From an optimization exercise on the open Yosys and OpenROAD flow, aimed at small area; shortcuts taken in it are not production practice. Only simulation tests tie the RTL to the original design; equivalence was not proved. No activity file was given, so power comes from the tool's default toggle rates. The clock port is modelled as an ideal driver; clocking choices that lean on that would not hold on a real chip.

// daq_top
module daq_top (
	input  logic                         AD_CLK_40M,
	input  logic                         arst_n_i,
	input  logic                         mcu_cs_n_i,
	input  logic                         mcu_we_n_i,
	input  logic                         mcu_rd_n_i,
	input  logic [daq_pkg::ADDR_W-1:0]   mcu_addr_i,
	input  daq_pkg::data_t               mcu_wdata_i,
	input  daq_pkg::data_t               adc_db_i,
	input  logic                         adc_busy_i,
	input  logic                         phase_i,
	output daq_pkg::data_t               mcu_rdata_o,
	output logic                         mcu_rvalid_o,
	output logic                         adc_convst_o,
	output logic                         adc_cs_n_o,
	output logic                         adc_rd_n_o
);
For scale: ~2700 cells after synthesis, ~0.036 mm^2 of cells after synthesis.
Settings: LEC_CHECK=0, CAP_MARGIN=20, CORE_MARGIN=2, CORE_UTILIZATION=70, SLEW_MARGIN=20, SYNTH_HIERARCHICAL=1; clock period 10.0 ns.
standard.sh (not shown) runs the stock make flow with config.mk's settings and CLKGATE_MAP_FILE= SYNTH_SCRIPT=/design/flow/synth_recipe.tcl, a recipe that flattens the netlist after the stock synthesis.
==> flow/flow/run.sh <==
#!/bin/bash
# The standard layout with three changes:
#  - after the standard synthesis, its combinational logic is mapped again
#    with an area-oriented ABC script (flow/area.abc); every flip-flop keeps
#    its instance, name and cell, and so do the a222oi/and2 read-select
#    cells the RTL builds;
#  - a leaner clock tree (no dummy loads, larger sink clusters);
#  - single-drive port buffers.
# Logs: synth_make.log, resynth.log, flow_make.log here, and ORFS's own in
# orfs/logs/.
set -euo pipefail
export CTS_ARGS="-sink_clustering_enable -repair_clock_nets -dont_use_dummy_load -sink_clustering_size 30 -sink_clustering_max_diameter 80"
export BUFFER_PORTS_ARGS="-buffer_cell sky130_fd_sc_hd__buf_1"

bash standard.sh synth > synth_make.log 2>&1

R=orfs/results/${FLOW_PLATFORM}/daq_top/base
P=${FLOW_HOME}/platforms/${FLOW_PLATFORM}
LIB=${P}/lib/sky130_fd_sc_hd__tt_025C_1v80.lib
cp ${R}/1_2_yosys.v standard_netlist.v
DONT_USE=$(sed -n '/DONT_USE_CELLS += /,/^#/p' ${P}/config.mk | grep -o "sky130_fd_sc_hd__[a-z0-9_]*" | sed 's/^/-dont_use /' | tr '\n' ' ')
cat > resynth.ys <<EOS
read_liberty -ignore_miss_func ${LIB}
blackbox sky130_fd_sc_hd__df* sky130_fd_sc_hd__edf* sky130_fd_sc_hd__sdf* sky130_fd_sc_hd__dl* sky130_fd_sc_hd__a222oi_1 sky130_fd_sc_hd__and2_1 sky130_fd_sc_hd__a22o_1 sky130_fd_sc_hd__conb_1
read_verilog standard_netlist.v
hierarchy -top ${FLOW_TOP}
flatten
opt -full
abc -script $(pwd)/flow/area.abc -liberty ${LIB} ${DONT_USE}
opt_clean -purge
hilomap -singleton -hicell sky130_fd_sc_hd__conb_1 HI -locell sky130_fd_sc_hd__conb_1 LO
insbuf -buf sky130_fd_sc_hd__buf_4 A X
check
stat -liberty ${LIB}
write_verilog -noattr -nohex -nodec resynth_netlist.v
EOS
yosys -l resynth.log resynth.ys > /dev/null 2>&1

# prove the new netlist equal to the standard one, flip-flop by flip-flop;
# keep the standard netlist if the proof fails
cat > equiv.ys <<EOS
read_liberty -ignore_miss_func ${LIB}
read_verilog standard_netlist.v
rename ${FLOW_TOP} gold
read_verilog resynth_netlist.v
rename ${FLOW_TOP} gate
flatten
opt_clean
async2sync
equiv_make gold gate equiv
hierarchy -top equiv
equiv_simple -seq 2
equiv_induct
equiv_status -assert
EOS
if yosys -l equiv.log equiv.ys > /dev/null 2>&1; then
  cp resynth_netlist.v ${R}/1_2_yosys.v
else
  echo "equivalence proof failed; keeping the standard netlist" >> equiv.log
fi
rm -f ${R}/1_synth.odb ${R}/1_synth.sdc

bash standard.sh > flow_make.log 2>&1
==> flow/flow/area.abc <==
strash
dch -f
map -a
&get -n
&st
&dc2
&dch -f
&nf -R 1000 -p -a
&put
The first run completed with no timing, DRC or antenna violations.
Then changed:
--- a/flow/design.v
+++ b/flow/design.v
@@ -270,60 +270,57 @@
 		always_ff @(posedge AD_CLK_40M) begin
 			stg_q[k] <= stg_d;
 		end
 	end
 	localparam logic [63:0] INS_MASK = {
 		16'b0000_0000_0000_0001,	 
 		16'b0000_0001_0000_0001,	 
 		16'b0000_0001_0000_0001,	 
 		16'b0000_0100_0010_0001	 
 	};
 	logic [N_CH-1:0] fifo_ne, fifo_ovf;
-	logic [16*N_CH+3:0]    fifo_sel;	 
-	logic [16*(16*N_CH+4)-1:0] fifo_data;
-	localparam int RD_G = (16 * N_CH + 4 + 2) / 3;
+	logic [17*N_CH+3:0]    fifo_sel;	 
+	logic [16*(17*N_CH+4)-1:0] fifo_data;
+	localparam int RD_G = (17 * N_CH + 4 + 2) / 3;
 	logic [16*RD_G-1:0]    fifo_word_n;
 	logic [15:0]           fifo_word;
 	for (genvar k = 0; k < N_CH; k++) begin : g_fifo
 		logic [255:0]      ring_q;	 
 		logic [4:0]        cnt_q;
 		logic [3:0]        hp_q;	 
 		logic              ovf_q;
 		logic              pend_q;	 
 		logic              full, ne, pop, push, act;
 		logic [3:0]        tgt;
 		logic [15:0]       ins;
-		logic              sel, realign;
+		logic              sel, byp;
 		assign full = cnt_q[4];
 		assign ne   = cnt_q != 5'd0;
 		assign pop  = rd_hit && sel;
 		assign push = sample_valid && !full && !fifo_clr;
 		assign act  = push | pend_q;
 		assign tgt  = hp_q + cnt_q[3:0] - 4'(pend_q);
-		assign realign = push && (cnt_q == 5'd0 || cnt_q == 5'd1 && pop) || pend_q && pop && cnt_q == 5'd2;
 		for (genvar p = 0; p < 16; p++) begin : g_ins
-			if (p == 0)
-				assign ins[p] = realign || act && tgt == 4'd15;
-			else if (INS_MASK[16 * k + p])
-				assign ins[p] = act && tgt == 4'(p - 1);
+			if (INS_MASK[16 * k + p])
+				assign ins[p] = act && tgt == 4'((p + 15) % 16);
 			else
 				assign ins[p] = 1'b0;
 		end
 		always_ff @(posedge AD_CLK_40M or negedge arst_n_i) begin
 			if (!arst_n_i) begin
 				cnt_q  <= '0;
 				hp_q   <= '0;
 				ovf_q  <= 1'b0;
 				pend_q <= 1'b0;
 			end else begin
-				hp_q <= realign ? 4'd0 : hp_q + 4'd1 + 4'(pop);
+				hp_q <= hp_q + 4'd1 + 4'(pop);
 				if (fifo_clr) begin
 					cnt_q  <= '0;
 					ovf_q  <= 1'b0;
 					pend_q <= 1'b0;
 				end else begin
 					cnt_q  <= cnt_q + 5'(push) - 5'(pop);
 					pend_q <= act && ins == '0;
 					if (sample_valid && full)
 						ovf_q <= 1'b1;
 				end
 			end
@@ -340,40 +337,43 @@
 						.y  (ring_d[16 * p + b])
 					);
 				end
 			end else begin : g_sh
 				assign ring_d[16 * p +: 16] = ring_q[16 * ((p + 15) % 16) +: 16];
 			end
 		end
 		always_ff @(posedge AD_CLK_40M) begin
 			ring_q <= ring_d;
 		end
 		assign sel = mcu_addr_i == 9'(daq_pkg::ADDR_CH_BASE + 2 * k) && ne;
+		assign byp = pend_q && cnt_q == 5'd1;
 		logic [3:0] hp_lo, hp_hi;
 		for (genvar j = 0; j < 4; j++) begin : g_pre
 			assign hp_lo[j] = hp_q[1:0] == 2'(j);
-			assign hp_hi[j] = hp_q[3:2] == 2'(j) && sel;
+			assign hp_hi[j] = hp_q[3:2] == 2'(j) && sel && !byp;
 		end
 		for (genvar p = 0; p < 16; p++) begin : g_sel
-			and2s u_sel (.a (hp_hi[p / 4]), .b (hp_lo[p % 4]), .y (fifo_sel[16 * k + p]));
-			assign fifo_data[16 * (16 * k + p) +: 16] = ring_q[16 * p +: 16];
+			and2s u_sel (.a (hp_hi[p / 4]), .b (hp_lo[p % 4]), .y (fifo_sel[17 * k + p]));
+			assign fifo_data[16 * (17 * k + p) +: 16] = ring_q[16 * p +: 16];
 		end
+		assign fifo_sel[17 * k + 16]             = sel && byp;
+		assign fifo_data[16 * (17 * k + 16) +: 16] = stg_q[k];
 		assign fifo_ne[k]  = ne;
 		assign fifo_ovf[k] = ovf_q;
 	end
-	assign fifo_sel[16 * N_CH]     = mcu_addr_i == daq_pkg::ADDR_SAMPLE_DIV;
-	assign fifo_sel[16 * N_CH + 1] = mcu_addr_i == daq_pkg::ADDR_PHASE_L && period_valid;
-	assign fifo_sel[16 * N_CH + 2] = mcu_addr_i == daq_pkg::ADDR_PHASE_H && period_valid;
-	assign fifo_sel[16 * N_CH + 3] = mcu_addr_i == daq_pkg::ADDR_CTRL;
-	assign fifo_data[16 * (16 * N_CH) +: 64] = {ctrl_q, period_q, sd_q};
-	word_andor #(.N(16 * N_CH + 4)) u_fifo_rd (
+	assign fifo_sel[17 * N_CH]     = mcu_addr_i == daq_pkg::ADDR_SAMPLE_DIV;
+	assign fifo_sel[17 * N_CH + 1] = mcu_addr_i == daq_pkg::ADDR_PHASE_L && period_valid;
+	assign fifo_sel[17 * N_CH + 2] = mcu_addr_i == daq_pkg::ADDR_PHASE_H && period_valid;
+	assign fifo_sel[17 * N_CH + 3] = mcu_addr_i == daq_pkg::ADDR_CTRL;
+	assign fifo_data[16 * (17 * N_CH) +: 64] = {ctrl_q, period_q, sd_q};
+	word_andor #(.N(17 * N_CH + 4)) u_fifo_rd (
 		.sel_i  (fifo_sel),
 		.data_i (fifo_data),
 		.word_n_o (fifo_word_n)
 	);
 	always_comb begin
 		fifo_word = '0;
 		for (int g = 0; g < RD_G; g++)
 			fifo_word = fifo_word | ~fifo_word_n[16 * g +: 16];
 	end
 	logic [15:0] rd_word;
 	always_comb begin
First-iteration DRC count is higher by 19%.
Setup slack gets better by 0.79 ns.
Design area is higher by 0.34%.
Die area is higher by 0.37%.
Hold slack stays flat.
Sequential share of layout area is lower by 0.22 points.
Clock-buffer cell count is higher by 1.
Total power is higher by 1.5%.

-- separate check: timing with driven ports --
The flow's constraints put no driver on any port. The routed layouts listed below were extracted and timed again, unchanged, in two steps.
Step 1 assumes that a clkbuf_16 drives the clock port and a buf_2 every other input.
Step 2 moves the port delays by t, midway between the first and last clock arrival at a register: inputs arrive t later, outputs are due t later. That takes back most of the time a late clock gives input paths.
Three values: ideal ports, drivers, drivers and shift; two values: the first two.
run | t (ns) | setup slack, ns | worst data-port slew with drivers (ns)
the first run | 0.686 | 3.870 / 3.912 / 3.225 | 0.05
the second run | 0.698 | 4.659 / 4.699 / 4.002 | 0.05
After both steps every run listed still meets setup and hold. The setup slack of the second run, which loses most, moves by +0.040 ns with the drivers and by -0.657 ns with both steps.
